Source: an optimization exercise on an open RTL-to-GDS flow (aim: small area and few clock cycles). Production flows keep margins and buffers that such runs may drop.
Only simulation tests tie the RTL to the original design; equivalence was not proved.
Power figures rest on the tool's default switching activity, not on a simulated workload.

== wip/zinc ==
==> flow/design.v (excerpt) <==
module byte_stream_find_replace (
  input  logic        clk,
  input  logic        rst,
  input  logic        text_valid,
  output logic        text_ready,
  input  logic [7:0]  text_byte,
  input  logic        text_last,
  output logic        result_valid,
  input  logic        result_ready,
  output logic [7:0]  result_byte,
  output logic        result_byte_valid,
  output logic        result_string_end,
  output logic        result_run_end,
  input  logic        cfg_valid,
  output logic        cfg_ready,
  input  logic [2:0]  cfg_index,
  input  logic [63:0] cfg_data
);
  logic              replace_mode;
  logic [7:0][7:0]   pattern_bytes;
  logic [3:0]        pattern_len;
  logic [7:0][7:0]   word_bytes;
  logic [3:0]        word_len;
  logic [7:0][7:0]   hist;       
  logic [6:0]        occ;        
  logic [6:0]        d;          
  logic [7:0]        eq;
  logic [7:0]        pm;         
  logic [7:0]        poh;        
  logic [7:0]        wm;         
  logic [7:0]        occ_app;
  logic [7:0]        dn;
  logic              strm;
  logic              full;
  logic              match;
  logic              hit;
  logic              grow;
  logic              more;
  logic              top_busy;
  logic              accept;
  logic [7:0]        mask_load;
  logic              wsrc_load;
  logic [7:0]        wm_rev;
  logic              bare_load;
  logic [6:0]        occ_next;
  logic [6:0]        d_next;
  logic              pat_set;    
  logic              word_set;   
  logic              eqz;
  assign eqz = (text_byte == 8'h00);
  always_comb begin
    for (int i = 0; i < 8; i++) begin
      eq[i] = pat_set ? (text_byte == pattern_bytes[i]) : eqz;
      pm[i] = pattern_len[3] || (pattern_len[2:0] > 3'(i));
      wm[i] = word_len[3] || (word_len[2:0] > 3'(i));
      wm_rev[7-i] = wm[i];
  ...
Size: about 230 flip-flops, about 95 I/O pins.
clock: 6.0 ns
lec_check: 0
abc_area: 1
cap_margin: 20
core_margin: 2
core_utilization: 70
cts_buf_list: sky130_fd_sc_hd__clkbuf_8 sky130_fd_sc_hd__clkbuf_16
cts_cluster_diameter: 80
cts_cluster_size: 30
slew_margin: 20
run.sh (not shown) runs the stock make flow with config.mk's settings and CLKGATE_MAP_FILE= SYNTH_SCRIPT=/design/flow/synth_recipe.tcl, a recipe that flattens the netlist after the stock synthesis.
Testbench counts of wip/zinc, summed over its fixed seeds: cycles 43,086.
#### Input delta (wip/juniper over wip/zinc)
==> flow/flow/run.sh (new file) <==
#!/bin/bash
# The standard layout, with each port buffered by the smallest buffer cell.
set -euo pipefail
export BUFFER_PORTS_ARGS="-buffer_cell sky130_fd_sc_hd__buf_1"
bash standard.sh finish > standard_flow.log 2>&1
==> flow/standard.sh (new file) <==
#!/bin/bash
# synth_recipe.tcl (not shown) runs the flow's synth.tcl, then flattens the netlist and writes it again
# the make line also repeats each setting of config.mk as NAME=value (left out here)
make -C /OpenROAD-flow-scripts/flow DESIGN_CONFIG=/design/flow/config.mk WORK_HOME=/design/flow/orfs CLKGATE_MAP_FILE= SYNTH_SCRIPT=/design/flow/synth_recipe.tcl "${@:-finish}"
diff --git a/flow/config.mk b/flow/config.mk
--- a/flow/config.mk
+++ b/flow/config.mk
@@ -7,8 +7,7 @@
 export LEC_CHECK = 0
-export ABC_AREA = 1
 export CAP_MARGIN = 20
 export CORE_MARGIN = 2
-export CORE_UTILIZATION = 70
-export CTS_BUF_LIST = sky130_fd_sc_hd__clkbuf_8 sky130_fd_sc_hd__clkbuf_16
-export CTS_CLUSTER_DIAMETER = 80
+export CORE_UTILIZATION = 75
+export CTS_BUF_LIST = sky130_fd_sc_hd__clkbuf_16
+export CTS_CLUSTER_DIAMETER = 40
 export CTS_CLUSTER_SIZE = 30
removed: flow/run.sh
Findings:
When wip/juniper is set beside wip/zinc, its layout-stage area growth over the synthesis result turns out to be 0.99 points smaller. The buffer count excluding the clock tree in the final layout number comes out lower for wip/zinc vs wip/juniper. wip/juniper ran to completion and came out clean on the timing, design-rule and antenna checks. Final cell area: wip/juniper below wip/zinc. The destination of the critical timing path comes out result_byte[2] in one run and result_byte[1] in the other, namely in wip/zinc and wip/juniper respectively. Row total power: wip/juniper higher / wip/zinc lower.
What wip/nickel does differently from wip/juniper at the input level:
diff --git a/flow/config.mk b/flow/config.mk
--- a/flow/config.mk
+++ b/flow/config.mk
@@ -10,5 +10,5 @@
 export CORE_UTILIZATION = 75
-export CTS_BUF_LIST = sky130_fd_sc_hd__clkbuf_16
-export CTS_CLUSTER_DIAMETER = 40
-export CTS_CLUSTER_SIZE = 30
+export CTS_BUF_LIST = sky130_fd_sc_hd__clkbuf_8 sky130_fd_sc_hd__clkbuf_16
+export CTS_CLUSTER_DIAMETER = 60
+export CTS_CLUSTER_SIZE = 24
 export SLEW_MARGIN = 20
--- outcome ---
Looking at clock transition time at the flip-flop clock pins of the worst setup and hold paths across wip/juniper and wip/nickel, the one that comes out higher is wip/nickel.
Part of the total power dissipated in sequential elements | wip/nickel above wip/juniper
Compared with wip/juniper, in wip/nickel total routing resource utilization after global routing moved down, core occupancy in the finished layout moved down, minimum clock period moved down.
Measured against each other, wip/juniper and wip/nickel differ in maximum frequency from static timing analysis, the higher figure coming from wip/nickel.
wip/nickel: switching share of power 0.71 points below wip/juniper
For wip/xenon, these inputs were changed with respect to wip/nickel:
==> flow/run.sh (new file) <==
#!/bin/bash
# synth_recipe.tcl (not shown) runs the flow's synth.tcl, then flattens the netlist and writes it again
# the make line also repeats each setting of config.mk as NAME=value (left out here)
make -C /OpenROAD-flow-scripts/flow DESIGN_CONFIG=/design/flow/config.mk WORK_HOME=/design/flow/orfs CLKGATE_MAP_FILE= SYNTH_SCRIPT=/design/flow/synth_recipe.tcl finish
==> flow/config.mk <==
export PLATFORM = sky130hd
export DESIGN_NAME = byte_stream_find_replace
export DESIGN_NICKNAME = byte_stream_find_replace
export VERILOG_FILES = /design/flow/design.v
export SDC_FILE = /design/flow/constraint.sdc
export NUM_CORES = 4
export LEC_CHECK = 0
export ABC_AREA = 1
export CAP_MARGIN = 20
export CORE_MARGIN = 2
export CORE_UTILIZATION = 85
export CTS_BUF_LIST = sky130_fd_sc_hd__clkbuf_16
export CTS_CLUSTER_DIAMETER = 120
export CTS_CLUSTER_SIZE = 50
export SLEW_MARGIN = 20
removed: flow/flow/run.sh
removed: flow/standard.sh
Results
Flow for wip/xenon halted at 3_3_place_gp, error code GPL-0301.
wip/nickel -> wip/xenon: average size of a mapped cell decreased by more than 10%
wip/nickel → wip/xenon: post-synthesis sequential area ratio dropped 3.1 points; share of synthesized cell area in and, or, nand and nor gates climbed 9.1 points.
Between wip/nickel and wip/xenon, post-synthesis xor/xnor area fraction decreased.
Going from wip/nickel to wip/xenon, the width of the die was found to have gone down by 3.7%.
wip/xenon vs wip/nickel: area after synthesis up by a few percent
For number of buffer cells added on primary ports, wip/xenon and wip/nickel come out practically identical.
wip/nickel -> wip/xenon: post-synthesis cell count increased by more than a quarter
Lower effective utilization at floorplan among wip/xenon and wip/nickel: wip/nickel
Measured against wip/xenon, the site row count of wip/nickel comes out at 1.05 times the reference value.
For wip/indigo, these inputs were changed with respect to wip/xenon:
==> flow/config.mk <==
export PLATFORM = sky130hd
export DESIGN_NAME = byte_stream_find_replace
export DESIGN_NICKNAME = byte_stream_find_replace
export VERILOG_FILES = /design/flow/design.v
export SDC_FILE = /design/flow/constraint.sdc
export NUM_CORES = 4
export LEC_CHECK = 0
export CAP_MARGIN = 20
export CORE_MARGIN = 2
export CORE_UTILIZATION = 75
export CTS_BUF_LIST = sky130_fd_sc_hd__clkbuf_8 sky130_fd_sc_hd__clkbuf_16
export CTS_CLUSTER_DIAMETER = 60
export CTS_CLUSTER_SIZE = 24
export SLEW_MARGIN = 20
## What came out
wip/indigo completed; timing, DRC and antenna clean. Between wip/xenon and wip/indigo, the quantity of I/O buffers inserted on ports does not differ in any meaningful way. Share of the synthesized area in compound gates (AO/OA/AOI/OAI) delta for wip/indigo relative to wip/xenon: 6.0 points higher. Re number of standard cells after synthesis: wip/xenon and wip/indigo aren't equal, and the higher value belongs to wip/xenon. Distinct cell type count after synthesis sits higher in wip/indigo than in wip/xenon.

==> what the ideal ports hide <==
The results above use ideal ports. As a check the final layouts listed here were re-extracted and re-timed, cells and wires unchanged.
Step 1: set_driving_cell puts a clkbuf_16 on clk and a buf_2 on each other input, an assumption about the parent block.
Step 2 times the ports against the registers' clock, not the clock port: input delays grow and output delays shrink by t, the midpoint of the rising clock arrivals with the driver on.
Slacks: no drivers / after step 1 / after step 2; pairs: no drivers / after step 1.
run | shift t [ns] | slack for setup (ns) | worst hold slack (ns) | worst slew at a driven data input, ns | pins driven straight from the clock port
wip/zinc | 0.520 | 1.243 / 1.196 / 1.716 | 0.461 / 0.461 / 0.461 | 0.05 | 1
wip/juniper | 0.565 | 1.391 / 1.348 / 1.600 | 0.457 / 0.457 / 0.457 | 0.05 | 1
wip/nickel | 0.520 | 1.440 / 1.394 / 1.686 | 0.465 / 0.465 / 0.465 | 0.04 | 1
wip/indigo | 0.522 | 1.012 / 0.974 / 1.145 | 0.464 / 0.464 / 0.464 | 0.05 | 1
After both steps every run listed still meets setup and hold.
